Context: an optimization exercise on an open-source flow, tuned for small area. The choices shown serve that exercise and are no tape-out recipe.
Only simulation tests tie the RTL to the original design; equivalence was not proved.
Power and IR drop assume default switching activity.

### config.mk
export PLATFORM = sky130hd
export DESIGN_NAME = vid_top
export DESIGN_NICKNAME = vid_top
export VERILOG_FILES = /design/flow/design.v
export SDC_FILE = /design/flow/constraint.sdc
export NUM_CORES = 4
export LEC_CHECK = 0
export CAP_MARGIN = 5
export CORE_MARGIN = 2
export CORE_UTILIZATION = 60
export CTS_CLUSTER_DIAMETER = 70
export CTS_CLUSTER_SIZE = 34
export SLEW_MARGIN = 5
export SYNTH_HIERARCHICAL = 1
### constraint.sdc
create_clock -name core_clock -period 5.0 [get_ports {clk}]
set_input_delay 1.0000 -clock core_clock [delete_from_list [all_inputs] [get_ports {clk}]]
set_output_delay 1.0000 -clock core_clock [all_outputs]
set_load 0.01 [all_outputs]
### design.v
package vid_pkg;
    typedef struct packed {
        logic [5:0]            pclk_n;    
        logic                  enable;
        logic                  rgb565;    
        logic [13-1:0] h_size_n;
        logic [13-1:0] h_end_n;
        logic [13-1:0] hsync_start_n;
        logic [13-1:0] hsync_end_n;
        logic [13-1:0] v_size_n;
        logic [13-1:0] v_end_n;
        logic [13-1:0] vsync_start_n;
        logic [13-1:0] vsync_end_n;
    } vid_cfg_t;
    typedef struct packed {
        logic slot_start;    
        logic active;
        logic hsync;
        logic vsync;
    } vid_tick_t;
    function automatic logic ge13(input logic [13-1:0] a,
                                  input logic [13-1:0] b_n);
        ge13 = 1'b1;
        for (int i = 0; i < 13; i++) begin
            ge13 = (a[i] & b_n[i]) | (a[i] & ge13) | (b_n[i] & ge13);
        end
    endfunction
    function automatic logic [13-1:0] inc13(input logic [13-1:0] a);
        logic c;
        c = 1'b1;
        for (int i = 0; i < 13; i++) begin
            inc13[i] = a[i] ^ c;
            c        = c & a[i];
        end
    endfunction
endpackage
`timescale 1ns/1ps
module vid_regs (
    input  logic                   clk,
    input  logic                   reset,
    input  logic                   reg_wr,
    input  logic [8-1:0] reg_addr,
    input  logic [32-1:0] reg_data,
    output vid_pkg::vid_cfg_t      cfg
);
    logic       wr_ctrl;
    logic [3:0] wr_span;     
    logic [3:0] span_valid;  
    logic [3:0] span_en;
    logic [25:0] span_data;
    assign wr_ctrl    = reg_wr && (reg_addr == 8'h00);
    assign wr_span[0] = reg_wr && (reg_addr == 8'h28);
    assign wr_span[1] = reg_wr && (reg_addr == 8'h30);
    assign wr_span[2] = reg_wr && (reg_addr == 8'h38);
    assign wr_span[3] = reg_wr && (reg_addr == 8'h40);
    assign span_en    = wr_span | ({4{wr_ctrl}} & ~span_valid);
    assign span_data  = wr_ctrl ? '1 : ~reg_data[25:0];
    always_ff @(posedge clk or posedge reset) begin
        if (reset) begin
            cfg.enable <= 1'b0;
            span_valid <= '0;
        end else begin
            if (wr_ctrl) begin
                cfg.enable <= reg_data[3];
            end
            span_valid <= span_valid | wr_span | {4{wr_ctrl}};
        end
    end
    always_ff @(posedge clk) begin
        if (wr_ctrl) begin
            cfg.pclk_n <= ~reg_data[9:4];
            cfg.rgb565 <= (reg_data[1:0] == 2'd1);
        end
        if (span_en[0]) begin
            cfg.h_size_n <= span_data[25:13];
            cfg.h_end_n  <= span_data[12:0];
        end
        if (span_en[1]) begin
            cfg.hsync_start_n <= span_data[25:13];
            cfg.hsync_end_n <= span_data[12:0];
        end
        if (span_en[2]) begin
            cfg.v_size_n <= span_data[25:13];
            cfg.v_end_n  <= span_data[12:0];
        end
        if (span_en[3]) begin
            cfg.vsync_start_n <= span_data[25:13];
            cfg.vsync_end_n <= span_data[12:0];
        end
    end
endmodule
`timescale 1ns/1ps
module vid_timing (
    input  logic              clk,
    input  logic              reset,
    input  vid_pkg::vid_cfg_t cfg,
    output vid_pkg::vid_tick_t tick
);
    logic [5:0]            div_cnt;
    logic [6:0]            div_inc;
    logic                  slot_end;
    logic [13-1:0] hcnt;
    logic [13-1:0] vcnt;
    logic [6:0] div_c;
    logic [6:0] div_g;
    assign div_c[0] = 1'b1;
    assign div_g[0] = 1'b1;
    for (genvar i = 0; i < 6; i++) begin : g_div
        assign div_inc[i]   = div_cnt[i] ^ div_c[i];
        assign div_c[i+1]   = div_c[i] & div_cnt[i];
        assign div_g[i+1]   = (div_inc[i] & cfg.pclk_n[i]) | (div_inc[i] & div_g[i]) | (cfg.pclk_n[i] & div_g[i]);
    end
    assign div_inc[6] = div_c[6];
    assign slot_end = div_inc[6] | div_g[6];
    always_ff @(posedge clk) begin
        if (!cfg.enable) begin
            div_cnt <= '0;
            hcnt    <= '0;
            vcnt    <= '0;
        end else if (slot_end) begin
            div_cnt <= '0;
            if (vid_pkg::ge13(hcnt, cfg.h_end_n)) begin
                hcnt <= '0;
                if (vid_pkg::ge13(vcnt, cfg.v_end_n)) begin
                    vcnt <= '0;
                end else begin
                    vcnt <= vid_pkg::inc13(vcnt);
                end
            end else begin
                hcnt <= vid_pkg::inc13(hcnt);
            end
        end else begin
            div_cnt <= div_inc[5:0];
        end
    end
    logic hs_ge_start, hs_ge_end, vs_ge_start, vs_ge_end;
    cmp_ge13 u_c0 (.a(hcnt), .b_n(cfg.hsync_start_n), .ge(hs_ge_start));
    cmp_ge13 u_c1 (.a(hcnt), .b_n(cfg.hsync_end_n),   .ge(hs_ge_end));
    cmp_ge13 u_c2 (.a(vcnt), .b_n(cfg.vsync_start_n), .ge(vs_ge_start));
    cmp_ge13 u_c3 (.a(vcnt), .b_n(cfg.vsync_end_n),   .ge(vs_ge_end));
    always_comb begin
        tick = '0;
        if (cfg.enable) begin
            tick.slot_start = (div_cnt == 6'd0);
            tick.active     = !vid_pkg::ge13(hcnt, cfg.h_size_n) && !vid_pkg::ge13(vcnt, cfg.v_size_n);
            tick.hsync      = hs_ge_start && !hs_ge_end;
            tick.vsync      = vs_ge_start && !vs_ge_end;
        end
    end
endmodule
module cmp_ge13 (
    input  logic [12:0] a,
    input  logic [12:0] b_n,
    output logic        ge
);
    logic [13:1] g;
    assign g[1] = a[0] | b_n[0];
    for (genvar i = 1; i < 13; i++) begin : g_m
        maj3 u_m (.a(a[i]), .b(b_n[i]), .c(g[i]), .y(g[i+1]));
    end
    assign ge = g[13];
endmodule
module maj3 (
    input  logic a,
    input  logic b,
    input  logic c,
    output logic y
);
    assign y = (a & b) | (a & c) | (b & c);
endmodule
`timescale 1ns/1ps
module pixel_fifo (
    input  logic        clk,
    input  logic        reset,
    input  logic        push,
    input  logic [23:0] push_data,
    input  logic        pop,
    output logic [23:0] head,
    output logic        empty,
    output logic        full
);
    logic [23:0] mem [32];
    logic [5:0] last;
    logic                  push_ok;
    logic                  pop_ok;
    assign empty   = last[5];
    assign full    = (last == (5+1)'(32 - 1));
    assign push_ok = push && !full;
    assign pop_ok  = pop && !empty;
    logic [32-1:0] rd_sel;
    for (genvar i = 0; i < 32; i++) begin : g_sel
        assign rd_sel[i] = (last[5-1:0] == i);
    end
    for (genvar b = 0; b < 24; b++) begin : g_rd
        logic [32-1:0] col;
        for (genvar i = 0; i < 32; i++) begin : g_col
            assign col[i] = mem[i][b];
        end
        fifo_rd_bit u_bit (.d(col), .sel(rd_sel), .y(head[b]));
    end
    always_ff @(posedge clk) begin
        if (push_ok) begin
            mem[0] <= push_data;
            for (int i = 1; i < 32; i++) begin
                mem[i] <= mem[i-1];
            end
        end
    end
    always_ff @(posedge clk or posedge reset) begin
        if (reset) begin
            last <= '1;
        end else begin
            case ({push_ok, pop_ok})
                2'b10:   last <= last + 1'b1;
                2'b01:   last <= last - 1'b1;
                default: last <= last;
            endcase
        end
    end
endmodule
module fifo_rd_bit (
    input  logic [31:0] d,
    input  logic [31:0] sel,
    output logic        y
);
    logic [10:0] t;    
    for (genvar j = 0; j < 10; j++) begin : g_aoi
        fifo_aoi3 u_aoi (.a(d[3*j +: 3]), .s(sel[3*j +: 3]), .y(t[j]));
    end
    fifo_aoi3 u_aoi_last (.a(d[31:29]), .s(sel[31:29]), .y(t[10]));
    logic [2:0] o;
    fifo_nand4 u_n0 (.a(t[3:0]), .y(o[0]));
    fifo_nand4 u_n1 (.a(t[7:4]), .y(o[1]));
    fifo_nand3 u_n2 (.a(t[10:8]), .y(o[2]));
    fifo_or3   u_o  (.a(o), .y(y));
endmodule
module fifo_aoi3 (
    input  logic [2:0] a,
    input  logic [2:0] s,
    output logic       y
);
    assign y = ~|(a & s);
endmodule
module fifo_nand3 (
    input  logic [2:0] a,
    output logic       y
);
    assign y = ~&a;
endmodule
module fifo_or3 (
    input  logic [2:0] a,
    output logic       y
);
    assign y = |a;
endmodule
module fifo_nand4 (
    input  logic [3:0] a,
    output logic       y
);
    assign y = ~&a;
endmodule
`timescale 1ns/1ps
module pixel_out (
    input  logic               clk,
    input  logic               reset,
    input  vid_pkg::vid_tick_t tick,
    input  logic               rgb565,
    input  logic [23:0]        head,
    input  logic               empty,
    output logic               pop,
    output logic               hsync,
    output logic               vsync,
    output logic               blank,
    output logic [7:0]         r,
    output logic [7:0]         g,
    output logic [7:0]         b,
    output logic               underrun
);
    logic [23:0] hold_word;
    logic        hold_nz;
    logic        rgb565_q;
    logic        show;
    logic        starve;
    assign starve = tick.slot_start && tick.active && empty;
    assign pop    = tick.slot_start && tick.active && !empty;
    always_ff @(posedge clk) begin
        if (pop) begin
            hold_word <= head;
        end
        if (tick.slot_start) begin
            hold_nz <= pop;
        end
        rgb565_q <= rgb565;
    end
    always_ff @(posedge clk or posedge reset) begin
        if (reset) begin
            hsync    <= 1'b0;
            vsync    <= 1'b0;
            blank    <= 1'b1;
            underrun <= 1'b0;
        end else begin
            hsync    <= tick.hsync;
            vsync    <= tick.vsync;
            blank    <= !tick.active;
            underrun <= underrun || starve;
        end
    end
    assign show = !blank && hold_nz;
    always_comb begin
        if (!show) begin
            r = 8'd0;
            g = 8'd0;
            b = 8'd0;
        end else if (rgb565_q) begin
            r = {hold_word[15:11], 3'b000};
            g = {hold_word[10:5], 2'b00};
            b = {hold_word[4:0], 3'b000};
        end else begin
            r = hold_word[23:16];
            g = hold_word[15:8];
            b = hold_word[7:0];
        end
    end
endmodule
`timescale 1ns/1ps
module vid_top (
    input  logic                   clk,
    input  logic                   reset,
    input  logic                   reg_wr,
    input  logic [8-1:0] reg_addr,
    input  logic [32-1:0] reg_data,
    input  logic                   pix_wr,
    input  logic [32-1:0] pix_data,
    output logic                   pix_full,
    output logic                   hsync,
    output logic                   vsync,
    output logic                   blank,
    output logic [7:0]             r,
    output logic [7:0]             g,
    output logic [7:0]             b,
    output logic                   underrun
);
    vid_pkg::vid_cfg_t  cfg;
    vid_pkg::vid_tick_t tick;
    logic [23:0]        fifo_head;
    logic               fifo_empty;
    logic               fifo_pop;
    vid_regs u_regs (
        .clk      (clk),
        .reset    (reset),
        .reg_wr   (reg_wr),
        .reg_addr (reg_addr),
        .reg_data (reg_data),
        .cfg      (cfg)
    );
    vid_timing u_timing (
        .clk   (clk),
        .reset (reset),
        .cfg   (cfg),
        .tick  (tick)
    );
    pixel_fifo u_fifo (
        .clk       (clk),
        .reset     (reset),
        .push      (pix_wr),
        .push_data (pix_data[23:0]),
        .pop       (fifo_pop),
        .head      (fifo_head),
        .empty     (fifo_empty),
        .full      (pix_full)
    );
    pixel_out u_out (
        .clk      (clk),
        .reset    (reset),
        .tick     (tick),
        .rgb565   (cfg.rgb565),
        .head     (fifo_head),
        .empty    (fifo_empty),
        .pop      (fifo_pop),
        .hsync    (hsync),
        .vsync    (vsync),
        .blank    (blank),
        .r        (r),
        .g        (g),
        .b        (b),
        .underrun (underrun)
    );
endmodule
### flow/run.sh
#!/bin/bash
# The standard layout (the standard.sh, unchanged synthesis, floorplan,
# power grid and routing) with two changes to how cells are added:
# - the port buffers are the platform's smallest buffer (buf_1) instead of
#   the resizer's default choice;
# - clock tree synthesis adds no dummy loads to balance the leaf nets.
# Each tool's full output is in the ORFS logs under orfs/logs; make's own
# output is in standard_flow.log.
set -euo pipefail
export BUFFER_PORTS_ARGS="-buffer_cell sky130_fd_sc_hd__buf_1"
export CTS_ARGS="-sink_clustering_enable -repair_clock_nets -dont_use_dummy_load -sink_clustering_size 34 -sink_clustering_max_diameter 70"
bash standard.sh finish > standard_flow.log 2>&1
### standard.sh
#!/bin/bash
# synth_recipe.tcl (not shown) runs the flow's synth.tcl, then flattens the netlist and writes it again
# the make line also repeats each setting of config.mk as NAME=value (left out here)
make -C /OpenROAD-flow-scripts/flow DESIGN_CONFIG=/design/flow/config.mk WORK_HOME=/design/flow/orfs CLKGATE_MAP_FILE= SYNTH_SCRIPT=/design/flow/synth_recipe.tcl "${@:-finish}"
==> reports/qor.yml, run 1 <==
status: "finished clean"
hpwl_um: 44000
synth_area_per_cell_um2: 19.4
cts_resized: 0
wirelength_met1_um: 32100
drcViolationCount: 0
hold_path.class: "in2async"
finalWorstSetupSlack_ns: 0.295
seq_area_frac_synth_pct: 80.7
rows: 88
routed_wl_um: 70200
total_power_mw: 15.7
placed_cells: 2679
cts_root_buffer: "clkbuf_16"
leakagePower_nw: 12.6
synthArstFlopShare_pct: 1.58
ff2ff_setup_slack_ns: 0.29
synth-compound-area-share_pct: 10.1
met3_length_um: 6230
numCtsBuffers: 44
ctsLongestPathBuffers: 3
synthMuxAreaShare_pct: 0.598
start_kind: "flop"
grt_overflow: 0
required_ns: 5.49
synth_flop_cell: "edfxtp_1"
gr-usage-all-layers_pct: 23.3
vias: 18600
hold_buffers: 0
drive_gt1_share_pct: 9.75
cts_setup_buffers: 0
clock_skew_ns: 0.0698
viasPerCell: 6.82
clkTransAtPathRegs_ns: 0.09
wl_met2_um: 30900
hold_viol: 0
coreArea_um2: 57600
place_ws_ns: 0.321
min_period_over_period_pct: 94.1
ir_worst_vdd_mv: 0.324
tightest_slew_ns: 1.35
synthCells: 1801
io_pins: 105
grt_antenna_before_repair: 4
drt.antenna.violating_nets: 0
synth_adder_area_share_pct: 3.07
synth-simple-area-share_pct: 4.64
die_h_um: 245
top_layer: "met4"
slew_headroom_pct: 9.89
portBuffers: 90
synth_top_family_by_area: "compound AO/OA/AOI/OAI gates"
syn_area_um2: 34900
gp_congestion: 0.795
ys_warn_count: 11
grt_pass1_vias: 17700
final_max_slew_viol_count: 0
cap_violations: 0
rsz0062_at_grt: "false"
grt_pass1_wl_um: 107000
synth-xor-area-share_pct: 0.150
syn_nets: 1911
dr.pass1.iters: 9
wire_per_inst_um: 25.8
setup_viol: 0
layout.nets: 2070
cts_tree: "done"
end_kind: "flop"
synth_edf_count: 904
synth_cell_types: 86
start_util_pct: 60.6
die_w_um: 245
worstPathMaxFanout: 8
synth_seq_cells: 952
num_antenna_cells: 0
critical_path_class: "reg2reg"
die-area_um2: 60200
syn2layout_area_growth_pct: 7.75
utilization_pct: 65.3
grt_start_max_net_pins: 201
drtIter0Drc: 3175
critPathArrivalTime_ns: 5.20
cts.htree.levels: 2
power_density_nw_per_um2: 417
layout_min_cycle_time_ns: 4.71
max_freq_ghz: 0.213
cts_sinks: 952
clkLatencyLatePin_ns: 0.63
fin_cells: 2723
==> final timing paths <==
path | startpoint | to | cells after the start
max in group asynchronous | reset | u_regs.cfg[105] | 2
min | reset | u_out.vsync | 2
min reg2reg | u_regs.cfg[104] | u_out.rgb565_q | 0
max | u_timing.hcnt[0] | u_out.hsync | 14
max reg2reg | u_timing.hcnt[0] | u_out.hsync | 14
min in group core_clock | u_regs.cfg[104] | u_out.rgb565_q | 0
==> layout make-up <==
cell class / instances / area (um2)
Sequential cell: 952 / 28200
Fill cell: 3968 / 20000
Multi-Input combinational cell: 805 / 6570
Clock buffer: 44 / 1100
Tap cell: 765 / 957
Timing Repair Buffer: 134 / 718
Inverter: 23 / 90.1
==> cell usage after synthesis (all sizes together), types with 3 or more instances <==
master	n	area share [%]
a22oi	3	0.079
clkbuf	7	0.079
or3	25	0.45
a31oi	7	0.13
xor2	4	0.10
maj3	58	1.8
dfstp	7	0.53
or2	6	0.11
o21ai	13	0.20
a221o	3	0.090
dfrtp	8	0.57
nand4	50	0.90
a22o	23	0.58
nor3b	4	0.13
o31ai	8	0.21
nor4	4	0.11
nor2b	4	0.072
nand3b	3	0.064
o211ai	4	0.086
o22ai	10	0.18
or3b	3	0.075
buf	14	0.34
nand2b	6	0.11
a21o	3	0.064
mux2i	16	0.46
a221oi	3	0.093
nand2	64	0.70
inv	22	0.24
nor3	15	0.25
a222oi	265	7.6
and3	7	0.13
dfxtp	33	1.9
a211oi	3	0.11
mux2	4	0.14
ha	33	1.2
and2	13	0.24
a21oi	20	0.35
nand3	32	0.51
edfxtp	904	78
nor2	68	0.73
==> per-stage QoR <==
step | cell area, um2 | hold WS [ns] | TNS, ns
global placement | 36500 | 0.332 | 0
detailed placement | 36500 | 0.345 | 0
global route | 37600 | 0.351 | 0
floorplan | 35000 | 0.323 | -6233.11
finish | 37600 | 0.341 | 0
CTS | 37600 | 0.308 | 0
==> cell families after synthesis <==
kind of cell / count (synthesis)
xor gates and xnor gates: 6
muxes: 20
AOI/OAI and AO/OA: 380
adders and majority gates: 92
buffers and inverters: 44
DFF: 952
and+or+nand+nor: 307
==> modules after synthesis (local to each module, per instance), a selection <==
module      times used  cells inside
cmp_ge13             4             1
pixel_fifo           1           868
fifo_nand3          24             1
maj3                48             1
fifo_or3            24             1
pixel_out            1            81
vid_timing           1           255
vid_regs             1           185
fifo_nand4          48             1
fifo_aoi3          264             1
==> power by group <==
part,internal (mW),switching (mW),leakage (nW)
combinational,0.689,1.47,2.90
clock,1.58,2.25,0.542
sequential,9.40,0.311,9.18
==> flip-flops by register name (all words and copies together), names as in the netlist <==
name / count
u_out.vsync: 1
u_out.hold_nz: 1
u_fifo.mem: 768
u_out.rgb565_q: 1
u_timing.vcnt: 13
u_out.hsync: 1
u_regs.cfg: 112
u_fifo.last: 6
u_timing.div_cnt: 6
u_out.hold_word: 24
u_timing.hcnt: 13
u_out.underrun: 1
u_regs.span_valid: 4
u_out.blank: 1
==> cell usage in the layout, fill, tap and decap left out, types with 8 or more instances in the layout <==
cell type,n
nor2_2,10
buf_4,40
maj3_2,48
nand4_1,50
clkbuf_16,44
nand3_1,30
inv_1,20
maj3_1,10
o21ai_0,8
buf_1,90
a22o_1,22
dfxtp_1,33
ha_1,33
nand2_1,63
a21oi_1,15
nor3_1,11
o22ai_1,10
or3_1,25
edfxtp_1,904
mux2i_1,16
dfrtp_1,8
and2_1,12
nor2_1,57
a222oi_1,265
==> metal layers <==
metal  vias to the layer above  GRT usage (%)
met5                         -              0
met4                         0           4.27
met1                      9525           37.9
li1                       8206              -
met2                       771           33.5
met3                        64           4.25
==> worst max-delay path, cell delays in order, from the launching register on <==
cell and delay, ns:
dfxtp_1 0.38, or2_1 0.24, maj3_2 0.33, maj3_2 0.31
maj3_2 0.32, maj3_2 0.31, maj3_2 0.32, maj3_2 0.31
maj3_2 0.33, maj3_2 0.31, maj3_2 0.32, maj3_2 0.31
maj3_2 0.31, maj3_2 0.30, nor3b_1 0.20
==> inputs of run 2 (changes only) <==
==> config.mk (replaced) <==
export PLATFORM = sky130hd
export DESIGN_NAME = vid_top
export DESIGN_NICKNAME = vid_top
export VERILOG_FILES = /design/flow/design.v
export SDC_FILE = /design/flow/constraint.sdc
export NUM_CORES = 4
export LEC_CHECK = 0
export CAP_MARGIN = 10
export CORE_MARGIN = 2
export CORE_UTILIZATION = 55
export CTS_CLUSTER_DIAMETER = 70
export CTS_CLUSTER_SIZE = 34
export SLEW_MARGIN = 10
export SYNTH_HIERARCHICAL = 1
==> reports/qor.yml, run 2 <==
cts_sinks: 952  # unchanged
synth_cell_types: 86  # unchanged
cts.htree.levels: 2  # unchanged
synth_edf_count: 904  # unchanged
end_kind: "flop"  # unchanged
wire_per_inst_um: 25.1  # was 25.8 um
synth_seq_cells: 952  # unchanged
fin_cells: 2814  # was 2723
placed_cells: 2768  # was 2679
dr.pass1.iters: 13  # was 9
critPathArrivalTime_ns: 5.20  # about the same
synth.area.top_cells: "edfxtp_1, a222oi_1, dfxtp_1, maj3_2, ha_1"  # unchanged
critPathCapture: "u_out.hsync"  # unchanged
vias: 18600  # about the same
design_area_um2: 37900  # was 37600 um2
die_w_um: 256  # was 245 um
cts_root_buffer: "clkbuf_16"  # unchanged
ctsLongestPathBuffers: 3  # unchanged
p_seq_share_pct: 61.4  # was 61.9%
ff_latch_area_um2: 28200  # unchanged
share_comb_of_total_power_pct: 14.0  # was 13.8%
largest_reg_flops: 768  # unchanged
hpwl_um: 45300  # was 44000 um
crit_path_start: "u_timing.hcnt[0]"  # unchanged
r2r-end: "u_out.hsync"  # unchanged
grt_antenna_before_repair: 2  # was 4
grt_overflow: 0  # unchanged
clkTransAtPathRegs_ns: 0.08  # was 0.09 ns
yosysTopAreaCellShare_pct: 77.7  # unchanged
layout_commonest_cell: "edfxtp_1"  # unchanged
portBuffers: 90  # unchanged
clock_skew_ns: 0.0649  # was 0.0698 ns
seq_area_frac_synth_pct: 80.7  # unchanged
drive_gt1_share_pct: 10.4  # was 9.75%
cts_resized: 0  # unchanged
tightest_slew_ns: 1.23  # was 1.35 ns
hold_buffers: 0  # unchanged
clockPowerShare_pct: 24.7  # was 24.4%
synth_top_area_cell: "edfxtp_1"  # unchanged
min_period_over_period_pct: 94.1  # about the same
max_freq_ghz: 0.212  # was 0.213 GHz
power.switching_mw: 4.07  # was 4.03 mW
routed_wl_um: 70700  # was 70200 um
drt.antenna.violating_nets: 0  # unchanged
drcViolationCount: 0  # unchanged
synthCells: 1801  # unchanged
status: "finished clean"  # unchanged
setup_viol: 0  # unchanged
clkLatencyLatePin_ns: 0.63  # about the same
coreArea_um2: 63000  # was 57600 um2
gr-usage-all-layers_pct: 21.0  # was 23.3%
worstPathMaxFanout: 8  # unchanged
num_antenna_cells: 0  # unchanged
io_pins: 105  # unchanged
postPlaceCellArea_um2: 36700  # was 36500 um2
rsz0062_at_grt: "false"  # unchanged
grt_start_max_net_pins: 164  # was 201
drtIter0Drc: 3163  # was 3175
numCtsBuffers: 46  # was 44
ff2ff_setup_slack_ns: 0.29  # about the same
layout_common_cells: "edfxtp_1, a222oi_1, buf_1"  # unchanged
synth.top_cells.by_count: "edfxtp_1, a222oi_1, nor2_1, nand2_1, nand4_1"  # unchanged
synth_area_per_cell_um2: 19.4  # unchanged
final_max_slew_viol_count: 0  # unchanged
ys_warn_count: 11  # unchanged
required_ns: 5.49  # about the same
synth_flop_cell: "edfxtp_1"  # unchanged
utilization_pct: 60.1  # was 65.3%
power_density_nw_per_um2: 418  # was 417 nW/um2
cap_violations: 0  # unchanged
die_h_um: 256  # was 245 um
slew_headroom_pct: 17.6  # was 9.89%
total_power_mw: 15.8  # was 15.7 mW
multi_input_area_um2: 6580  # was 6570 um2
die-area_um2: 65500  # was 60200 um2
timing.rr.start: "u_timing.hcnt[0]"  # unchanged
rows: 92  # was 88
switching_share_pct: 25.8  # was 25.7%
reg.largest.list: "u_fifo.mem (768), u_regs.cfg (112), u_out.hold_word (24)"  # unchanged
grt_pass1_wl_um: 107000  # about the same
syn2layout_area_growth_pct: 8.42  # was 7.75%
cts_setup_buffers: 0  # unchanged
regMostFlops: "u_fifo.mem"  # unchanged
layout_min_cycle_time_ns: 4.71  # about the same
hold_path.class: "in2async"  # unchanged
synthArstFlopShare_pct: 1.58  # unchanged
rr_worst_depth: 14  # unchanged
syn_nets: 1911  # unchanged
cts_tree: "done"  # unchanged
layout.nets: 2080  # was 2070
syn_area_um2: 34900  # unchanged
ir_worst_vdd_mv: 0.253  # was 0.324 mV
synth.most_common_cell: "edfxtp_1"  # unchanged
start_kind: "flop"  # unchanged
cell_internal_pwr_mw: 11.7  # about the same
start_util_pct: 55.5  # was 60.6%
fill_cells: 4648  # was 3968
grt_pass1_vias: 17400  # was 17700
hold_viol: 0  # unchanged
critical_path_class: "reg2reg"  # unchanged
viasPerCell: 6.60  # was 6.82
leakagePower_nw: 12.7  # was 12.6 nW
gp_congestion: 0.797  # was 0.795
[run 2: cell counts after synthesis]
Identical to the previous run, type by type.
[run 2: layout make-up]
cell class | instances | area share [%]
Timing Repair Buffer | 142 | 2.09
Sequential cell | 952 | 74.5
Tap cell | 846 | 2.80
Multi-Input combinational cell | 805 | 17.4
Clock buffer | 46 | 3.04
Inverter | 23 | 0.238
[run 2: kinds of logic after synthesis]
logic type                 synth area share [%]
DFF                                        80.7
AOI/OAI and AO/OA                          10.1
and+or+nand+nor                            4.64
adders and majority gates                  3.07
buffers and inverters                     0.670
muxes                                     0.598
xor gates and xnor gates                  0.150
[run 2: critical path, stage by stage (launching register included)]
cell	delay (ns)
dfxtp_1	0.38
or2_1	0.23
maj3_2	0.32
maj3_2	0.31
maj3_2	0.32
maj3_2	0.32
maj3_2	0.31
maj3_2	0.32
maj3_2	0.33
maj3_2	0.32
maj3_2	0.32
maj3_2	0.31
maj3_2	0.31
maj3_2	0.30
nor3b_1	0.20
[run 2: power by group through the flow]
stage	clock, mW	combinational (mW)	sequential, mW
after floorplan	0	1.25	9.89
after global placement	0	2.13	9.83
after detailed placement	0	2.17	9.87
after CTS	4.03	2.18	9.69
after global routing	4.30	2.37	9.75
final	3.90	2.21	9.70
[run 2: metrics by stage]
stage               hold WS [ns]  worst slack (ns)  setup TNS, ns
detailed placement         0.348             0.327              0
floorplan                  0.323             -8.12       -6233.11
CTS                        0.301             0.285              0
global placement           0.351             0.378              0
global route               0.303             0.122              0
finish                     0.334             0.293              0
[run 2: how the worst min path moves through the flow]
stage,end,start,depth (start not counted),slack [ns]
after detailed placement,u_out.rgb565_q,u_regs.cfg[104],0,0.35
final,u_out.hsync,reset,2,0.33
after global placement,u_out.rgb565_q,u_regs.cfg[104],0,0.35
after floorplan,u_out.rgb565_q,u_regs.cfg[104],0,0.32
after global routing,u_out.hsync,reset,2,0.30
after CTS,u_out.hsync,reset,2,0.30
[run 2: metal layers]
layer / vias to the layer above / routed length (um) / global-route usage, % / share of wire [%]
met3: 55 / 6080 / 4.08 / 8.6
met1: 9495 / 33000 / 34.1 / 47
li1: 8221 / - / - / -
met4: 0 / 806 / 3.35 / 1.1
met2: 809 / 30800 / 30.3 / 44
met5: - / 0 / 0 / 0
[run 2: Yosys stat by module, one instance, submodules excluded, a selection]
module	flip-flops and latches	cells	copies in the design
cmp_ge13	0	1	4
fifo_aoi3	0	1	264
fifo_nand3	0	1	24
fifo_nand4	0	1	48
fifo_or3	0	1	24
maj3	0	1	48
pixel_fifo	774	868	1
pixel_out	30	81	1
vid_regs	116	185	1
vid_timing	32	255	1
==> inputs of run 3 (changes only) <==
--- a/config.mk
+++ b/config.mk
@@ -7,7 +7,7 @@
 export LEC_CHECK = 0
 export CAP_MARGIN = 10
 export CORE_MARGIN = 2
-export CORE_UTILIZATION = 55
+export CORE_UTILIZATION = 60
 export CTS_CLUSTER_DIAMETER = 70
 export CTS_CLUSTER_SIZE = 34
 export SLEW_MARGIN = 10
==> reports/qor.yml, run 3 <==
status: "finished clean"  # unchanged
syn_nets: 1911  # unchanged
die_w_um: 245  # was 256 um
slew_headroom_pct: 19.1  # was 17.6%
ir_worst_vdd_mv: 0.324  # was 0.253 mV
path_cells: "or2_1 -> maj3_2 -> maj3_2 -> maj3_2 -> maj3_2 -> maj3_2 -> maj3_2 -> maj3_2 -> maj3_2 -> maj3_2 -> maj3_2 -> maj3_2 -> maj3_2 -> nor3b_1"  # unchanged
drive_gt1_share_pct: 9.81  # was 10.4%
grt_antenna_before_repair: 4  # was 2
synth_edf_count: 904  # unchanged
critical_path_class: "reg2reg"  # unchanged
synth_seq_cells: 952  # unchanged
ff2ff_setup_slack_ns: 0.30  # was 0.29 ns
worstPathMaxFanout: 8  # unchanged
synthArstFlopShare_pct: 1.58  # unchanged
layout_commonest_cell: "edfxtp_1"  # unchanged
synth_cell_types: 86  # unchanged
yosysTopAreaCellShare_pct: 77.7  # unchanged
largest_reg_flops: 768  # unchanged
drt.antenna.violating_nets: 0  # unchanged
regMostFlops: "u_fifo.mem"  # unchanged
portBuffers: 90  # unchanged
setup_tns_ns: 0  # unchanged
reg.largest.list: "u_fifo.mem (768), u_regs.cfg (112), u_out.hold_word (24)"  # unchanged
clock_skew_ns: 0.0697  # was 0.0649 ns
ys_warn_count: 11  # unchanged
cts_resized: 0  # unchanged
synth-xor-area-share_pct: 0.150  # unchanged
start_util_pct: 60.6  # was 55.5%
ctsLongestPathBuffers: 3  # unchanged
drtIter0Drc: 3179  # was 3163
drcViolationCount: 0  # unchanged
cts.htree.levels: 2  # unchanged
end_kind: "flop"  # unchanged
cp_slowest_cell: "dfxtp_1"  # unchanged
grt_overflow: 0  # unchanged
cts_sinks: 952  # unchanged
routed_wl_um: 70100  # was 70700 um
grt_pass1_wl_um: 107000  # about the same
synth.top_cells.by_count: "edfxtp_1, a222oi_1, nor2_1, nand2_1, nand4_1"  # unchanged
layout_common_cells: "edfxtp_1, a222oi_1, buf_1"  # unchanged
synthMuxAreaShare_pct: 0.598  # unchanged
rsz0062_at_grt: "false"  # unchanged
synth_adder_area_share_pct: 3.07  # unchanged
clkLatencyLatePin_ns: 0.63  # about the same
min_period_over_period_pct: 94.1  # about the same
cpMostUsedCell: "maj3_2"  # unchanged
cpPeakStageDelay_ns: 0.38  # about the same
max_freq_ghz: 0.213  # was 0.212 GHz
io_pins: 105  # unchanged
finalWorstSetupSlack_ns: 0.296  # was 0.293 ns
syn2layout_area_growth_pct: 7.76  # was 8.42%
leakagePower_nw: 12.6  # was 12.7 nW
power_density_nw_per_um2: 417  # was 418 nW/um2
fin_cells: 2723  # was 2814
seq_area_frac_synth_pct: 80.7  # unchanged
synth_area_per_cell_um2: 19.4  # unchanged
setup_viol: 0  # unchanged
cap_violations: 0  # unchanged
place_ws_ns: 0.321  # was 0.327 ns
grt_pass1_vias: 17700  # was 17400
viasPerCell: 6.83  # was 6.60
r2r-end: "u_out.hsync"  # unchanged
synth_top_family_by_area: "compound AO/OA/AOI/OAI gates"  # unchanged
start_kind: "flop"  # unchanged
tightest_slew_ns: 1.21  # was 1.23 ns
num_antenna_cells: 0  # unchanged
dr.pass1.iters: 11  # was 13
placed_cells: 2679  # was 2768
synth_flop_cell: "edfxtp_1"  # unchanged
vias: 18600  # about the same
synthCells: 1801  # unchanged
synth_top_area_cell: "edfxtp_1"  # unchanged
gp_congestion: 0.795  # was 0.797
required_ns: 5.49  # about the same
syn_area_um2: 34900  # unchanged
synth.most_common_cell: "edfxtp_1"  # unchanged
critPathArrivalTime_ns: 5.20  # about the same
numCtsBuffers: 44  # was 46
wire_per_inst_um: 25.8  # was 25.1 um
cts_root_buffer: "clkbuf_16"  # unchanged
final_max_slew_viol_count: 0  # unchanged
synth.area.top_cells: "edfxtp_1, a222oi_1, dfxtp_1, maj3_2, ha_1"  # unchanged
gr-usage-all-layers_pct: 23.3  # was 21.0%
coreArea_um2: 57600  # was 63000 um2
cts_tree: "done"  # unchanged
grt_start_max_net_pins: 201  # was 164
synth-compound-area-share_pct: 10.1  # unchanged
total_power_mw: 15.7  # was 15.8 mW
hpwl_um: 44000  # was 45300 um
layout.nets: 2070  # was 2080
die_h_um: 245  # was 256 um
synth-simple-area-share_pct: 4.64  # unchanged
layout_min_cycle_time_ns: 4.70  # was 4.71 ns
rr_worst_depth: 14  # unchanged
holdWs_ns: 0.347  # was 0.334 ns
hold_path.class: "in2async"  # unchanged
hold_buffers: 0  # unchanged
die-area_um2: 60200  # was 65500 um2
rows: 88  # was 92
cts_setup_buffers: 0  # unchanged
clkTransAtPathRegs_ns: 0.09  # was 0.08 ns
hold_viol: 0  # unchanged
timing.rr.start: "u_timing.hcnt[0]"  # unchanged
[run 3: cell counts after synthesis]
No cell type changed its count.
[run 3: worst max-delay path by stage]
stage,endpoint,startpoint,depth (start not counted),slack (ns)
finish,u_out.hsync,u_timing.hcnt[0],14,0.30
global route,u_fifo.last[5],u_timing.vcnt[1],17,0.1
CTS,u_out.hsync,u_timing.hcnt[0],14,0.29
detailed placement,u_out.hsync,u_timing.hcnt[0],14,0.32
global placement,u_out.hsync,u_timing.hcnt[0],14,0.40
floorplan,u_fifo.mem[0][0],u_fifo.last[4],5,-8.12
[run 3: critical path, delay by kind of cell, from the launching register on]
family,cells,cell delay [ns]
fa+ha+maj,12,3.78
simple gates,2,0.44
flops,1,0.38
[run 3: where the power goes]
group / leakage, nW / switching, mW / internal (mW) / total (mW)
sequential: 9.18 / 0.309 / 9.40 / 9.71
clock: 0.542 / 2.25 / 1.58 / 3.83
combinational: 2.90 / 1.47 / 0.689 / 2.16
total: 12.6 / 4.03 / 11.7 / 15.7
[run 3: routing by layer]
metal / part of all wire, % / GRT usage [%] / vias up / wire [um]
met3: 8.6 / 4.25 / 66 / 6030
met5: 0 / 0 / - / 0
met1: 46 / 37.9 / 9559 / 32200
met4: 1.5 / 4.27 / 0 / 1020
li1: - / - / 8208 / -
met2: 44 / 33.5 / 763 / 30900
[run 3: stage by stage]
stage                     util (%)  cell area (um2)
after global placement        63.4            36500
after global routing          65.4            37600
final                         65.4            37600
after CTS                     65.3            37600
after detailed placement      63.4            36500
after floorplan                  -            35000
[run 3: per-module statistics from Yosys (local to each module, per instance), excerpt]
module | flops+latches | area (um2) | copies in the design | cells
fifo_nand4 | 0 | 6.26 | 48 | 1
vid_regs | 116 | 3820 | 1 | 185
vid_timing | 32 | 2270 | 1 | 255
pixel_out | 30 | 1240 | 1 | 81
pixel_fifo | 774 | 23800 | 1 | 868
cmp_ge13 | 0 | 6.26 | 4 | 1
fifo_aoi3 | 0 | 10.0 | 264 | 1
fifo_nand3 | 0 | 5.00 | 24 | 1
[run 3: cells by family (layout without fill, tap and decap cells)]
kind of cell               after synthesis  after routing
xor gates and xnor gates                 6              6
and+or+nand+nor                        307            307
AOI/OAI and AO/OA                      380            380
adders and majority gates               92             92
DFF                                    952            952
buffers and inverters                   44            201
muxes                                   20             20
[run 3: area by class of cell]
| cell class | instances | area, um2 |
|---|---|---|
| Fill cell | 3966 | 20000 |
| Tap cell | 765 | 957 |
| Timing Repair Buffer | 134 | 718 |
| Inverter | 23 | 90.1 |
| Clock buffer | 44 | 1100 |
| Sequential cell | 952 | 28200 |
| Multi-Input combinational cell | 805 | 6580 |
==> inputs of run 4 (changes only) <==
==> flow/run.sh (replaced) <==
#!/bin/bash
# The standard layout (the standard.sh, unchanged synthesis, floorplan,
# power grid and routing) with two changes to how cells are added:
# - the port buffers are the platform's smallest buffer (buf_1) instead of
#   the resizer's default choice;
# - clock tree synthesis adds no dummy loads to balance the leaf nets;
# - after global routing, gates off the critical paths are downsized
#   (repair_timing -recover_power).
# Each tool's full output is in the ORFS logs under orfs/logs; make's own
# output is in standard_flow.log.
set -euo pipefail
export BUFFER_PORTS_ARGS="-buffer_cell sky130_fd_sc_hd__buf_1"
export RECOVER_POWER=100
export CTS_ARGS="-sink_clustering_enable -repair_clock_nets -dont_use_dummy_load -sink_clustering_size 34 -sink_clustering_max_diameter 70"
bash standard.sh finish > standard_flow.log 2>&1
--- a/config.mk
+++ b/config.mk
@@ -5,10 +5,10 @@
 export SDC_FILE = /design/flow/constraint.sdc
 export NUM_CORES = 4
 export LEC_CHECK = 0
-export CAP_MARGIN = 10
+export CAP_MARGIN = 20
 export CORE_MARGIN = 2
 export CORE_UTILIZATION = 60
 export CTS_CLUSTER_DIAMETER = 70
 export CTS_CLUSTER_SIZE = 34
-export SLEW_MARGIN = 10
+export SLEW_MARGIN = 20
 export SYNTH_HIERARCHICAL = 1
==> reports/qor.yml, run 4 <==
synthCells: 1801  # unchanged
setup_viol: 0  # unchanged
syn_area_um2: 34900  # unchanged
layout.nets: 2072  # was 2070
die-area_um2: 60200  # unchanged
start_kind: "flop"  # unchanged
yosysTopAreaCellShare_pct: 77.7  # unchanged
regMostFlops: "u_fifo.mem"  # unchanged
drcViolationCount: 0  # unchanged
rr_worst_depth: 14  # unchanged
layout_commonest_cell: "edfxtp_1"  # unchanged
numCtsBuffers: 44  # unchanged
tightest_slew_ns: 2.07  # was 1.21 ns
ir_worst_vdd_mv: 0.353  # was 0.324 mV
ctsLongestPathBuffers: 3  # unchanged
grt_overflow: 0  # unchanged
seq_area_frac_synth_pct: 80.7  # unchanged
holdWs_ns: 0.352  # was 0.347 ns
worstPathMaxFanout: 6  # was 8
gr-usage-all-layers_pct: 23.3  # about the same
grt_start_max_net_pins: 201  # unchanged
gp_congestion: 0.795  # unchanged
synth_top_area_cell: "edfxtp_1"  # unchanged
syn_nets: 1911  # unchanged
synthArstFlopShare_pct: 1.58  # unchanged
wire_per_inst_um: 25.8  # about the same
reg.largest.list: "u_fifo.mem (768), u_regs.cfg (112), u_out.hold_word (24)"  # unchanged
min_period_over_period_pct: 95.0  # was 94.1%
die_w_um: 245  # unchanged
hpwl_um: 44100  # was 44000 um
synth_flop_cell: "edfxtp_1"  # unchanged
drt.antenna.violating_nets: 0  # unchanged
routed_wl_um: 70200  # was 70100 um
cts_tree: "done"  # unchanged
clkLatencyLatePin_ns: 0.63  # about the same
start_util_pct: 60.6  # unchanged
cts_setup_buffers: 0  # unchanged
cap_violations: 6  # was 0
grt_antenna_before_repair: 4  # unchanged
vias: 18700  # was 18600
synth_cell_types: 86  # unchanged
critical_path_class: "reg2reg"  # unchanged
layout_min_cycle_time_ns: 4.75  # was 4.70 ns
cts_resized: 0  # unchanged
syn2layout_area_growth_pct: 7.39  # was 7.76%
grt_pass1_vias: 17700  # about the same
synth.most_common_cell: "edfxtp_1"  # unchanged
drtIter0Drc: 3104  # was 3179
leakagePower_nw: 12.6  # about the same
final_max_slew_viol_count: 289  # was 0
grt_pass1_wl_um: 107000  # about the same
check-failures: "capacitance limit, slew limit"
end_kind: "flop"  # unchanged
cts_sinks: 952  # unchanged
required_ns: 5.49  # about the same
fin_cells: 2725  # was 2723
coreArea_um2: 57600  # unchanged
critPathArrivalTime_ns: 5.24  # was 5.20 ns
largest_reg_flops: 768  # unchanged
cts.htree.levels: 2  # unchanged
max_freq_ghz: 0.211  # was 0.213 GHz
status: "complete, but fails checks"  # was finished clean
power_density_nw_per_um2: 418  # was 417 nW/um2
num_antenna_cells: 0  # unchanged
layout_common_cells: "edfxtp_1, a222oi_1, buf_1"  # unchanged
ff2ff_setup_slack_ns: 0.25  # was 0.30 ns
clock_skew_ns: 0.0814  # was 0.0697 ns
cts_root_buffer: "clkbuf_16"  # unchanged
portBuffers: 90  # unchanged
hold_buffers: 0  # unchanged
hold_viol: 0  # unchanged
io_pins: 105  # unchanged
synth.top_cells.by_count: "edfxtp_1, a222oi_1, nor2_1, nand2_1, nand4_1"  # unchanged
synth_edf_count: 904  # unchanged
rows: 88  # unchanged
drive_gt1_share_pct: 8.72  # was 9.81%
dr.pass1.iters: 13  # was 11
hold_path.class: "in2async"  # unchanged
synth.area.top_cells: "edfxtp_1, a222oi_1, dfxtp_1, maj3_2, ha_1"  # unchanged
placed_cells: 2680  # was 2679
ys_warn_count: 11  # unchanged
viasPerCell: 6.85  # was 6.83
clkTransAtPathRegs_ns: 0.09  # about the same
rsz0062_at_grt: "false"  # unchanged
synth_seq_cells: 952  # unchanged
die_h_um: 245  # unchanged
synth_area_per_cell_um2: 19.4  # unchanged
utilization_pct: 65.1  # was 65.4%
slew_headroom_pct: -37.7  # was 19.1%
run 4: cell counts after synthesis:
Identical to the previous run, type by type.
run 4: modules after synthesis (local to each module, per instance), a selection:
module	area [um2]	cells inside	copies in the design	flip-flops and latches
pixel_fifo	23800	868	1	774
vid_regs	3820	185	1	116
vid_timing	2270	255	1	32
pixel_out	1240	81	1	30
maj3	11.3	1	48	0
fifo_aoi3	10.0	1	264	0
cmp_ge13	6.26	1	4	0
fifo_nand4	6.26	1	48	0
fifo_or3	6.26	1	24	0
fifo_nand3	5.00	1	24	0
run 4: final timing paths:
path                             startpoint               to
setup / recovery           u_timing.vcnt[0]      u_out.vsync
hold / removal                        reset      u_out.vsync
setup reg to reg           u_timing.vcnt[0]      u_out.vsync
hold reg to reg             u_regs.cfg[104]   u_out.rgb565_q
max in group asynchronous             reset  u_regs.cfg[105]
min in group core_clock     u_regs.cfg[104]   u_out.rgb565_q
run 4: power by group:
| group | internal (mW) | leakage (nW) | switching, mW | total (mW) |
|---|---|---|---|---|
| clock | 1.58 | 0.542 | 2.24 | 3.81 |
| sequential | 9.40 | 9.17 | 0.304 | 9.70 |
| combinational | 0.682 | 2.85 | 1.47 | 2.15 |
| total | 11.7 | 12.6 | 4.01 | 15.7 |
run 4: stage by stage:
stage	total power, mW	setup slack (ns)	cell area (um2)	setup TNS [ns]
after floorplan	11.1	-8.12	35000	-6233.11
after global placement	11.9	0.403	36500	0
after detailed placement	12.0	0.315	36600	0
after CTS	15.8	0.241	37700	0
after global routing	16.3	0.00675	37500	0
final	15.7	0.251	37500	0
run 4: cell type report:
cell class / count / area (um2)
Sequential cell: 952 / 28200
Tap cell: 765 / 957
Clock buffer: 44 / 1100
Multi-Input combinational cell: 805 / 6460
Inverter: 23 / 90.1
Timing Repair Buffer: 136 / 703
Fill cell: 3961 / 20100
run 4: layer usage:
metal	up-vias	wire length [um]	track usage, %
met2	771	30800	33.3
met3	76	6220	4.38
met4	0	1090	4.88
met1	9616	32100	37.8
li1	8212	-	-
met5	-	0	0
run 4: worst max-delay path, stage by stage, from the launching register on:
cell and delay, ns:
dfxtp_1 0.37, or2_1 0.23, maj3_1 0.39, maj3_2 0.32, maj3_2 0.31, maj3_2 0.32
maj3_2 0.31, maj3_2 0.31, maj3_2 0.33, maj3_2 0.32, maj3_2 0.32, maj3_2 0.31
maj3_2 0.31, maj3_2 0.30, nor3b_1 0.20
run 4: logic make-up (layout without fill, tap and decap cells):
family | count (synthesis) | in the layout | synth area share, %
XOR/XNOR | 6 | 6 | 0.150
AO/OA/AOI/OAI | 380 | 380 | 10.1
AND/OR/NAND/NOR | 307 | 307 | 4.64
adder cells (fa/ha/maj) | 92 | 92 | 3.07
buffers and inverters | 44 | 203 | 0.670
multiplexers | 20 | 20 | 0.598
flip-flops | 952 | 952 | 80.7
==> inputs of run 5 (changes only) <==
==> flow/run.sh (replaced) <==
#!/bin/bash
# The standard layout (the standard.sh, unchanged synthesis, floorplan,
# power grid and routing) with two changes to how cells are added:
# - the port buffers are the platform's smallest buffer (buf_1) instead of
#   the resizer's default choice;
# - clock tree synthesis adds no dummy loads to balance the leaf nets.
# Each tool's full output is in the ORFS logs under orfs/logs; make's own
# output is in standard_flow.log.
set -euo pipefail
export BUFFER_PORTS_ARGS="-buffer_cell sky130_fd_sc_hd__buf_1"
export CTS_ARGS="-sink_clustering_enable -repair_clock_nets -dont_use_dummy_load -sink_clustering_size 36 -sink_clustering_max_diameter 70"
bash standard.sh finish > standard_flow.log 2>&1
==> config.mk (replaced) <==
export PLATFORM = sky130hd
export DESIGN_NAME = vid_top
export DESIGN_NICKNAME = vid_top
export VERILOG_FILES = /design/flow/design.v
export SDC_FILE = /design/flow/constraint.sdc
export NUM_CORES = 4
export LEC_CHECK = 0
export CAP_MARGIN = 10
export CORE_MARGIN = 2
export CORE_UTILIZATION = 60
export CTS_CLUSTER_DIAMETER = 70
export CTS_CLUSTER_SIZE = 36
export SLEW_MARGIN = 10
export SYNTH_HIERARCHICAL = 1
==> reports/qor.yml, run 5 <==
status: "finished clean"  # was complete, but fails checks
hold_buffers: 0  # unchanged
grt_use_met2_pct: 33.5  # was 33.3%
cap_violations: 0  # was 6
fin_cells: 2723  # was 2725
min_period_over_period_pct: 94.4  # was 95.0%
clock_skew_ns: 0.0890  # was 0.0814 ns
portBuffers: 90  # unchanged
die_w_um: 245  # unchanged
drive_gt1_share_pct: 9.81  # was 8.72%
hold_path.class: "in2async"  # unchanged
reg.largest.list: "u_fifo.mem (768), u_regs.cfg (112), u_out.hold_word (24)"  # unchanged
path_buf_inv: 0  # unchanged
drcViolationCount: 0  # unchanged
syn_nets: 1911  # unchanged
switching_share_pct: 25.5  # was 25.6%
critPathArrivalTime_ns: 5.19  # was 5.24 ns
dr.pass1.iters: 12  # was 13
layout_min_cycle_time_ns: 4.72  # was 4.75 ns
synth_flop_cell: "edfxtp_1"  # unchanged
grt_pass1_wl_um: 107000  # about the same
start_util_pct: 60.6  # unchanged
setup_tns_ns: 0  # unchanged
cpPeakStageDelay_ns: 0.38  # was 0.39 ns
total_power_mw: 15.7  # about the same
synth_edf_count: 904  # unchanged
clockPowerShare_pct: 24.3  # was 24.4%
max_freq_ghz: 0.212  # was 0.211 GHz
largest_reg_flops: 768  # unchanged
tightest_slew_ns: 1.24  # was 2.07 ns
seq_area_frac_synth_pct: 80.7  # unchanged
coreArea_um2: 57600  # unchanged
busiest_layer: "met1"  # unchanged
die_h_um: 245  # unchanged
synth_seq_cells: 952  # unchanged
num_antenna_cells: 0  # unchanged
synthCells: 1801  # unchanged
synth_area_per_cell_um2: 19.4  # unchanged
wire_per_inst_um: 25.7  # was 25.8 um
utilization_pct: 65.4  # was 65.1%
design_area_um2: 37600  # was 37500 um2
layout_commonest_cell: "edfxtp_1"  # unchanged
clkLatencyLatePin_ns: 0.63  # about the same
final_max_slew_viol_count: 0  # was 289
power.switching_mw: 4.00  # was 4.01 mW
routed_wl_um: 70000  # was 70200 um
timing.rr.start: "u_timing.hcnt[0]"  # was u_timing.vcnt[0]
gp_congestion: 0.795  # unchanged
required_ns: 5.48  # was 5.49 ns
critical_path_class: "reg2reg"  # unchanged
drt.antenna.violating_nets: 0  # unchanged
io_pins: 105  # unchanged
crit_path_start: "u_timing.hcnt[0]"  # was u_timing.vcnt[0]
place_ws_ns: 0.321  # was 0.315 ns
leakagePower_nw: 12.6  # about the same
slew_headroom_pct: 17.1  # was -37.7%
finalWorstSetupSlack_ns: 0.282  # was 0.251 ns
cts_resized: 0  # unchanged
grt_antenna_before_repair: 3  # was 4
viasPerCell: 6.81  # was 6.85
ir_worst_vdd_mv: 0.380  # was 0.353 mV
start_kind: "flop"  # unchanged
layout.nets: 2070  # was 2072
synth_cell_types: 86  # unchanged
ctsLongestPathBuffers: 3  # unchanged
hpwl_um: 44000  # was 44100 um
holdWs_ns: 0.362  # was 0.352 ns
cts_root_buffer: "clkbuf_16"  # unchanged
synth_top_area_cell: "edfxtp_1"  # unchanged
use_met1_pct: 37.7  # was 37.8%
cts_setup_buffers: 0  # unchanged
postPlaceCellArea_um2: 36500  # was 36600 um2
cts.htree.levels: 2  # unchanged
clkTransAtPathRegs_ns: 0.09  # about the same
layout_common_cells: "edfxtp_1, a222oi_1, buf_1"  # unchanged
cpMostUsedCell: "maj3_2"  # unchanged
grt_start_max_net_pins: 201  # unchanged
cts_sinks: 952  # unchanged
grt_pass1_vias: 17700  # about the same
use_met3_pct: 4.28  # was 4.38%
numCtsBuffers: 44  # unchanged
cp_slowest_cell: "dfxtp_1"  # was maj3_1
ys_warn_count: 11  # unchanged
rows: 88  # unchanged
die-area_um2: 60200  # unchanged
share_comb_of_total_power_pct: 13.7  # about the same
rsz0062_at_grt: "false"  # unchanged
regMostFlops: "u_fifo.mem"  # unchanged
cell_internal_pwr_mw: 11.7  # about the same
syn2layout_area_growth_pct: 7.76  # was 7.39%
synth.top_cells.by_count: "edfxtp_1, a222oi_1, nor2_1, nand2_1, nand4_1"  # unchanged
cts_tree: "done"  # unchanged
synth.area.top_cells: "edfxtp_1, a222oi_1, dfxtp_1, maj3_2, ha_1"  # unchanged
gr-usage-all-layers_pct: 23.3  # about the same
drtIter0Drc: 3062  # was 3104
worstPathMaxFanout: 8  # was 6
cpLargestDelayFamily: "adder cells"  # unchanged
setup_viol: 0  # unchanged
hold_viol: 0  # unchanged
vias: 18500  # was 18700
synthArstFlopShare_pct: 1.58  # unchanged
p_seq_share_pct: 62.0  # was 61.9%
path_cells: "or2_1 -> maj3_2 -> maj3_2 -> maj3_2 -> maj3_2 -> maj3_2 -> maj3_2 -> maj3_2 -> maj3_2 -> maj3_2 -> maj3_2 -> maj3_2 -> maj3_2 -> nor3b_1"  # was or2_1 -> maj3_1 -> maj3_2 -> maj3_2 -> maj3_2 -> maj3_2 -> maj3_2 -> maj3_2 -> maj3_2 -> maj3_2 -> maj3_2 -> maj3_2 -> maj3_2 -> nor3b_1
placed_cells: 2679  # was 2680
end_kind: "flop"  # unchanged
grt_overflow: 0  # unchanged
synth.most_common_cell: "edfxtp_1"  # unchanged
syn_area_um2: 34900  # unchanged
power_density_nw_per_um2: 416  # was 418 nW/um2
yosysTopAreaCellShare_pct: 77.7  # unchanged
-- run 5: cell types whose count changed in the layout (fill, tap and decap cells not counted), sizes merged --
cell,before,now
buf,126,134
clkbuf,54,44
-- run 5: cells by family after synthesis --
kind of cell / synth area share, %
AOI/OAI and AO/OA: 10.1
xor gates and xnor gates: 0.150
adders and majority gates: 3.07
buffers and inverters: 0.670
DFF: 80.7
muxes: 0.598
and+or+nand+nor: 4.64
-- run 5: worst register-to-register path: cells and delay by family (launching register included) --
family / cells / cell delay (ns)
adder cells (fa/ha/maj): 12 / 3.79
AND/OR/NAND/NOR: 2 / 0.44
flip-flops: 1 / 0.38
-- run 5: modules after synthesis (local to each module, per instance), excerpt --
module / area, um2 / copies in the design / cells / flip-flops and latches
pixel_fifo: 23800 / 1 / 868 / 774
maj3: 11.3 / 48 / 1 / 0
fifo_aoi3: 10.0 / 264 / 1 / 0
fifo_or3: 6.26 / 24 / 1 / 0
pixel_out: 1240 / 1 / 81 / 30
fifo_nand4: 6.26 / 48 / 1 / 0
fifo_nand3: 5.00 / 24 / 1 / 0
-- run 5: power by group through the flow --
stage                     logic [mW]  clock network (mW)  registers, mW
after CTS                       2.14                3.94           9.70
after detailed placement        2.13                   0           9.87
after global routing            2.34                4.18           9.76
after floorplan                 1.25                   0           9.89
after global placement          2.09                   0           9.84
final                           2.15                3.81           9.71
-- run 5: cell type report --
class | count | area (um2)
Multi-Input combinational cell | 805 | 6580
Inverter | 23 | 90.1
Timing Repair Buffer | 134 | 718
Tap cell | 765 | 957
Clock buffer | 44 | 1100
Fill cell | 3966 | 20000
Sequential cell | 952 | 28200
-- run 5: layer usage --
layer  routed length (um)  share of wire (%)
met5                    0                  0
met4                 1010                1.4
met3                 6080                8.7
met2                30800                 44
met1                32100                 46
-- run 5: path summary, 6_finish.rpt --
check                                        to  slack, ns  cells after the start
worst max-delay path                u_out.hsync       0.28                     14
worst min-delay path                u_out.vsync       0.36                      2
worst max register to register      u_out.hsync       0.28                     14
worst min register to register   u_out.rgb565_q       0.36                      0
max in group asynchronous       u_regs.cfg[105]       4.21                      2
min in group core_clock          u_out.rgb565_q       0.36                      0
==> inputs of run 6 (changes only) <==
--- a/design.v
+++ b/design.v
@@ -187,16 +187,15 @@
     assign full    = (last == (5+1)'(32 - 1));
     assign push_ok = push && !full;
     assign pop_ok  = pop && !empty;
-    logic [32-1:0] rd_sel;
-    for (genvar i = 0; i < 32; i++) begin : g_sel
-        assign rd_sel[i] = (last[5-1:0] == i);
-    end
+    logic [32-1:0] rd_sel [2];
+    fifo_rd_dec u_dec0 (.idx(last[5-1:0]), .sel(rd_sel[0]));
+    fifo_rd_dec u_dec1 (.idx(last[5-1:0]), .sel(rd_sel[1]));
     for (genvar b = 0; b < 24; b++) begin : g_rd
         logic [32-1:0] col;
         for (genvar i = 0; i < 32; i++) begin : g_col
             assign col[i] = mem[i][b];
         end
-        fifo_rd_bit u_bit (.d(col), .sel(rd_sel), .y(head[b]));
+        fifo_rd_bit u_bit (.d(col), .sel(rd_sel[b / 12]), .y(head[b]));
     end
     always_ff @(posedge clk) begin
         if (push_ok) begin
@@ -218,6 +217,14 @@
         end
     end
 endmodule
+module fifo_rd_dec (
+    input  logic [4:0]  idx,
+    output logic [31:0] sel
+);
+    for (genvar i = 0; i < 32; i++) begin : g_sel
+        assign sel[i] = (idx == i);
+    end
+endmodule
 module fifo_rd_bit (
     input  logic [31:0] d,
     input  logic [31:0] sel,
--- a/flow/run.sh
+++ b/flow/run.sh
@@ -8,5 +8,5 @@
 # output is in standard_flow.log.
 set -euo pipefail
 export BUFFER_PORTS_ARGS="-buffer_cell sky130_fd_sc_hd__buf_1"
-export CTS_ARGS="-sink_clustering_enable -repair_clock_nets -dont_use_dummy_load -sink_clustering_size 36 -sink_clustering_max_diameter 70"
+export CTS_ARGS="-sink_clustering_enable -repair_clock_nets -dont_use_dummy_load -sink_clustering_size 34 -sink_clustering_max_diameter 70"
 bash standard.sh finish > standard_flow.log 2>&1
--- a/config.mk
+++ b/config.mk
@@ -9,6 +9,6 @@
 export CORE_MARGIN = 2
 export CORE_UTILIZATION = 60
 export CTS_CLUSTER_DIAMETER = 70
-export CTS_CLUSTER_SIZE = 36
+export CTS_CLUSTER_SIZE = 34
 export SLEW_MARGIN = 10
 export SYNTH_HIERARCHICAL = 1
==> reports/qor.yml, run 6 <==
status: "finished clean"  # unchanged
cp_slowest_cell: "dfxtp_1"  # unchanged
grt_overflow: 0  # unchanged
gr-usage-all-layers_pct: 22.1  # was 23.3%
drive_gt1_share_pct: 8.18  # was 9.81%
synth.top_cells.by_count: "edfxtp_1, a222oi_1, nor2_1, nand2_1, nand4_1"  # unchanged
fill_cells: 4022  # was 3966
grt_pass1_vias: 18000  # was 17700
hpwl_um: 45200  # was 44000 um
synth_edf_count: 904  # unchanged
die_w_um: 246  # was 245 um
layout_commonest_cell: "edfxtp_1"  # unchanged
total_power_mw: 15.7  # about the same
ctsLongestPathBuffers: 3  # unchanged
synthArstFlopShare_pct: 1.58  # unchanged
layout.nets: 2092  # was 2070
synth_top_area_cell: "edfxtp_1"  # unchanged
synth_area_per_cell_um2: 19.0  # was 19.4 um2
portBuffers: 90  # unchanged
cts.htree.levels: 2  # unchanged
clkLatencyLatePin_ns: 0.62  # was 0.63 ns
hold_path.class: "reg2reg"  # was in2async
cpLargestDelayFamily: "adder cells"  # unchanged
cpPeakStageDelay_ns: 0.38  # about the same
cts_root_buffer: "clkbuf_16"  # unchanged
max_freq_ghz: 0.214  # was 0.212 GHz
ys_warn_count: 13  # was 11
ir_worst_vdd_mv: 0.389  # was 0.380 mV
place_ws_ns: 0.352  # was 0.321 ns
start_util_pct: 60.8  # was 60.6%
die-area_um2: 60500  # was 60200 um2
start_kind: "flop"  # unchanged
holdWs_ns: 0.350  # was 0.362 ns
drtIter0Drc: 3130  # was 3062
cts_resized: 0  # unchanged
die_h_um: 246  # was 245 um
synth_seq_cells: 952  # unchanged
cap_violations: 0  # unchanged
layout_common_cells: "edfxtp_1, a222oi_1, nor2_1"  # was edfxtp_1, a222oi_1, buf_1
clock_skew_ns: 0.0641  # was 0.0890 ns
syn_area_um2: 35100  # was 34900 um2
synth.area.top_cells: "edfxtp_1, a222oi_1, dfxtp_1, maj3_2, ha_1"  # unchanged
setup_tns_ns: 0  # unchanged
layout_min_cycle_time_ns: 4.68  # was 4.72 ns
worstPathMaxFanout: 6  # was 8
synth_cell_types: 83  # was 86
synth.most_common_cell: "edfxtp_1"  # unchanged
finalWorstSetupSlack_ns: 0.322  # was 0.282 ns
vias: 18700  # was 18500
grt_start_max_net_pins: 193  # was 201
power_density_nw_per_um2: 417  # was 416 nW/um2
cpMostUsedCell: "maj3_2"  # unchanged
synthCells: 1848  # was 1801
rows: 88  # unchanged
yosysTopAreaCellShare_pct: 77.3  # was 77.7%
cts_tree: "done"  # unchanged
viasPerCell: 6.80  # was 6.81
num_antenna_cells: 0  # unchanged
wire_per_inst_um: 24.5  # was 25.7 um
coreArea_um2: 57800  # was 57600 um2
io_pins: 105  # unchanged
ff_latch_area_um2: 28200  # unchanged
largest_reg_flops: 768  # unchanged
utilization_pct: 65.0  # was 65.4%
multi_input_area_um2: 6740  # was 6580 um2
drt.antenna.violating_nets: 0  # unchanged
routed_wl_um: 67200  # was 70000 um
clkTransAtPathRegs_ns: 0.11  # was 0.09 ns
grt_pass1_wl_um: 103000  # was 107000 um
tightest_slew_ns: 1.17  # was 1.24 ns
critical_path_class: "reg2reg"  # unchanged
path_cells: "or2_1 -> maj3_2 -> maj3_2 -> maj3_2 -> maj3_2 -> maj3_2 -> maj3_2 -> maj3_2 -> maj3_2 -> maj3_2 -> maj3_2 -> maj3_2 -> maj3_2 -> nor3b_1"  # unchanged
synth_flop_cell: "edfxtp_1"  # unchanged
drcViolationCount: 0  # unchanged
dr.pass1.iters: 12  # unchanged
min_period_over_period_pct: 93.6  # was 94.4%
rsz0062_at_grt: "false"  # unchanged
critPathArrivalTime_ns: 5.18  # was 5.19 ns
syn2layout_area_growth_pct: 6.99  # was 7.76%
setup_viol: 0  # unchanged
path_buf_inv: 0  # unchanged
end_kind: "flop"  # unchanged
syn_nets: 1958  # was 1911
final_max_slew_viol_count: 0  # unchanged
hold_buffers: 0  # unchanged
cts_setup_buffers: 0  # unchanged
reg.largest.list: "u_fifo.mem (768), u_regs.cfg (112), u_out.hold_word (24)"  # unchanged
seq_area_frac_synth_pct: 80.3  # was 80.7%
leakagePower_nw: 12.5  # was 12.6 nW
numCtsBuffers: 42  # was 44
slew_headroom_pct: 21.8  # was 17.1%
regMostFlops: "u_fifo.mem"  # unchanged
hold_viol: 0  # unchanged
gp_congestion: 0.821  # was 0.795
grt_antenna_before_repair: 5  # was 3
required_ns: 5.50  # was 5.48 ns
cts_sinks: 952  # unchanged
[run 6: modules after synthesis (local to each module, per instance), excerpt]
module       area, um2  times used
pixel_fifo       23600           1
vid_regs          3820           1
vid_timing        2270           1
pixel_out         1240           1
fifo_rd_dec        221           2
maj3              11.3          48
fifo_aoi3         10.0         264
cmp_ge13          6.26           4
fifo_nand4        6.26          48
fifo_or3          6.26          24
fifo_nand3        5.00          24
[run 6: per-layer routing]
metal	part of all wire (%)	up-vias	track usage, %
met5	0.060	-	0
li1	-	8320	-
met4	1.4	6	4.24
met2	45	806	33.1
met3	8.3	71	4.01
met1	45	9475	34.7
[run 6: worst paths after layout]
path	cells past startpoint	slack (ns)	start	endpoint
min in group asynchronous	2	0.36	reset	u_out.vsync
min	0	0.35	u_regs.cfg[104]	u_out.rgb565_q
max in group asynchronous	2	4.35	reset	u_fifo.last[2]
max reg2reg	14	0.32	u_timing.vcnt[0]	u_out.vsync
min reg2reg	0	0.35	u_regs.cfg[104]	u_out.rgb565_q
max	14	0.32	u_timing.vcnt[0]	u_out.vsync
[run 6: stage by stage]
step	std cells	area, um2
after floorplan	1848	35200
final	2745	37600
after detailed placement	2703	36500
after CTS	2745	37600
after global placement	2703	36500
after global routing	2745	37600
[run 6: worst reg2reg max path, stage by stage (launching register included)]
cell and delay [ns]:
dfxtp_1 0.38, or2_1 0.23, maj3_2 0.31, maj3_2 0.32, maj3_2 0.31, maj3_2 0.31
maj3_2 0.31, maj3_2 0.31, maj3_2 0.31, maj3_2 0.31, maj3_2 0.31, maj3_2 0.32
maj3_2 0.31, maj3_2 0.30, nor3b_1 0.21
[run 6: final cells by class]
type	instances	share of cell area, %
flip-flops and latches	952	75.0
multi-input cells	849	17.9
clock buffers	42	2.80
well taps	765	2.55
repair buffers	110	1.43
inverters	27	0.280
[run 6: where the power goes]
group | internal (mW) | leakage, nW | switching [mW]
logic | 0.724 | 2.84 | 1.46
registers | 9.43 | 9.17 | 0.341
clock network | 1.51 | 0.518 | 2.19
total | 11.7 | 12.5 | 3.99
[run 6: logic make-up (layout without fill, tap and decap cells)]
family          count (synthesis)  count (layout)  synth area share [%]
compound gates                380             380                  10.1
xor+xnor                        5               5                 0.125
fa+ha+maj                      92              92                  3.06
buf+inv                        47             179                 0.666
flops                         952             952                  80.3
mux                            20              20                 0.591
simple gates                  352             352                  5.25

-- re-timing with driven ports --
The flow's constraints put no driver on any port. The routed layouts listed below were extracted and timed again, unchanged, in two steps. Step 1 (the two cells are an assumption about what drives the block):
set clk [get_ports {clk}]
set_driving_cell -lib_cell sky130_fd_sc_hd__clkbuf_16 $clk
set_driving_cell -lib_cell sky130_fd_sc_hd__buf_2 [delete_from_list [all_inputs] $clk]
Step 2 adds t to the input delays and takes it off the output delays; t is the mean of the earliest and latest rising clock arrival at the registers after step 1. Input paths then give back, and output paths get back, about the clock's delay inside the block. a / b / c = ideal ports / drivers / drivers and shift; a / b = the first two.
run	t (ns)	setup WS [ns]	worst register clock-pin slew, ns
run 1	0.662	0.295 / 0.295 / 0.295	0.12 / 0.12
run 2	0.660	0.293 / 0.293 / 0.293	0.12 / 0.12
run 3	0.662	0.296 / 0.296 / 0.296	0.12 / 0.12
run 4	0.654	0.251 / 0.251 / 0.251	0.12 / 0.12
run 5	0.653	0.282 / 0.282 / 0.282	0.13 / 0.13
run 6	0.647	0.322 / 0.322 / 0.322	0.12 / 0.12
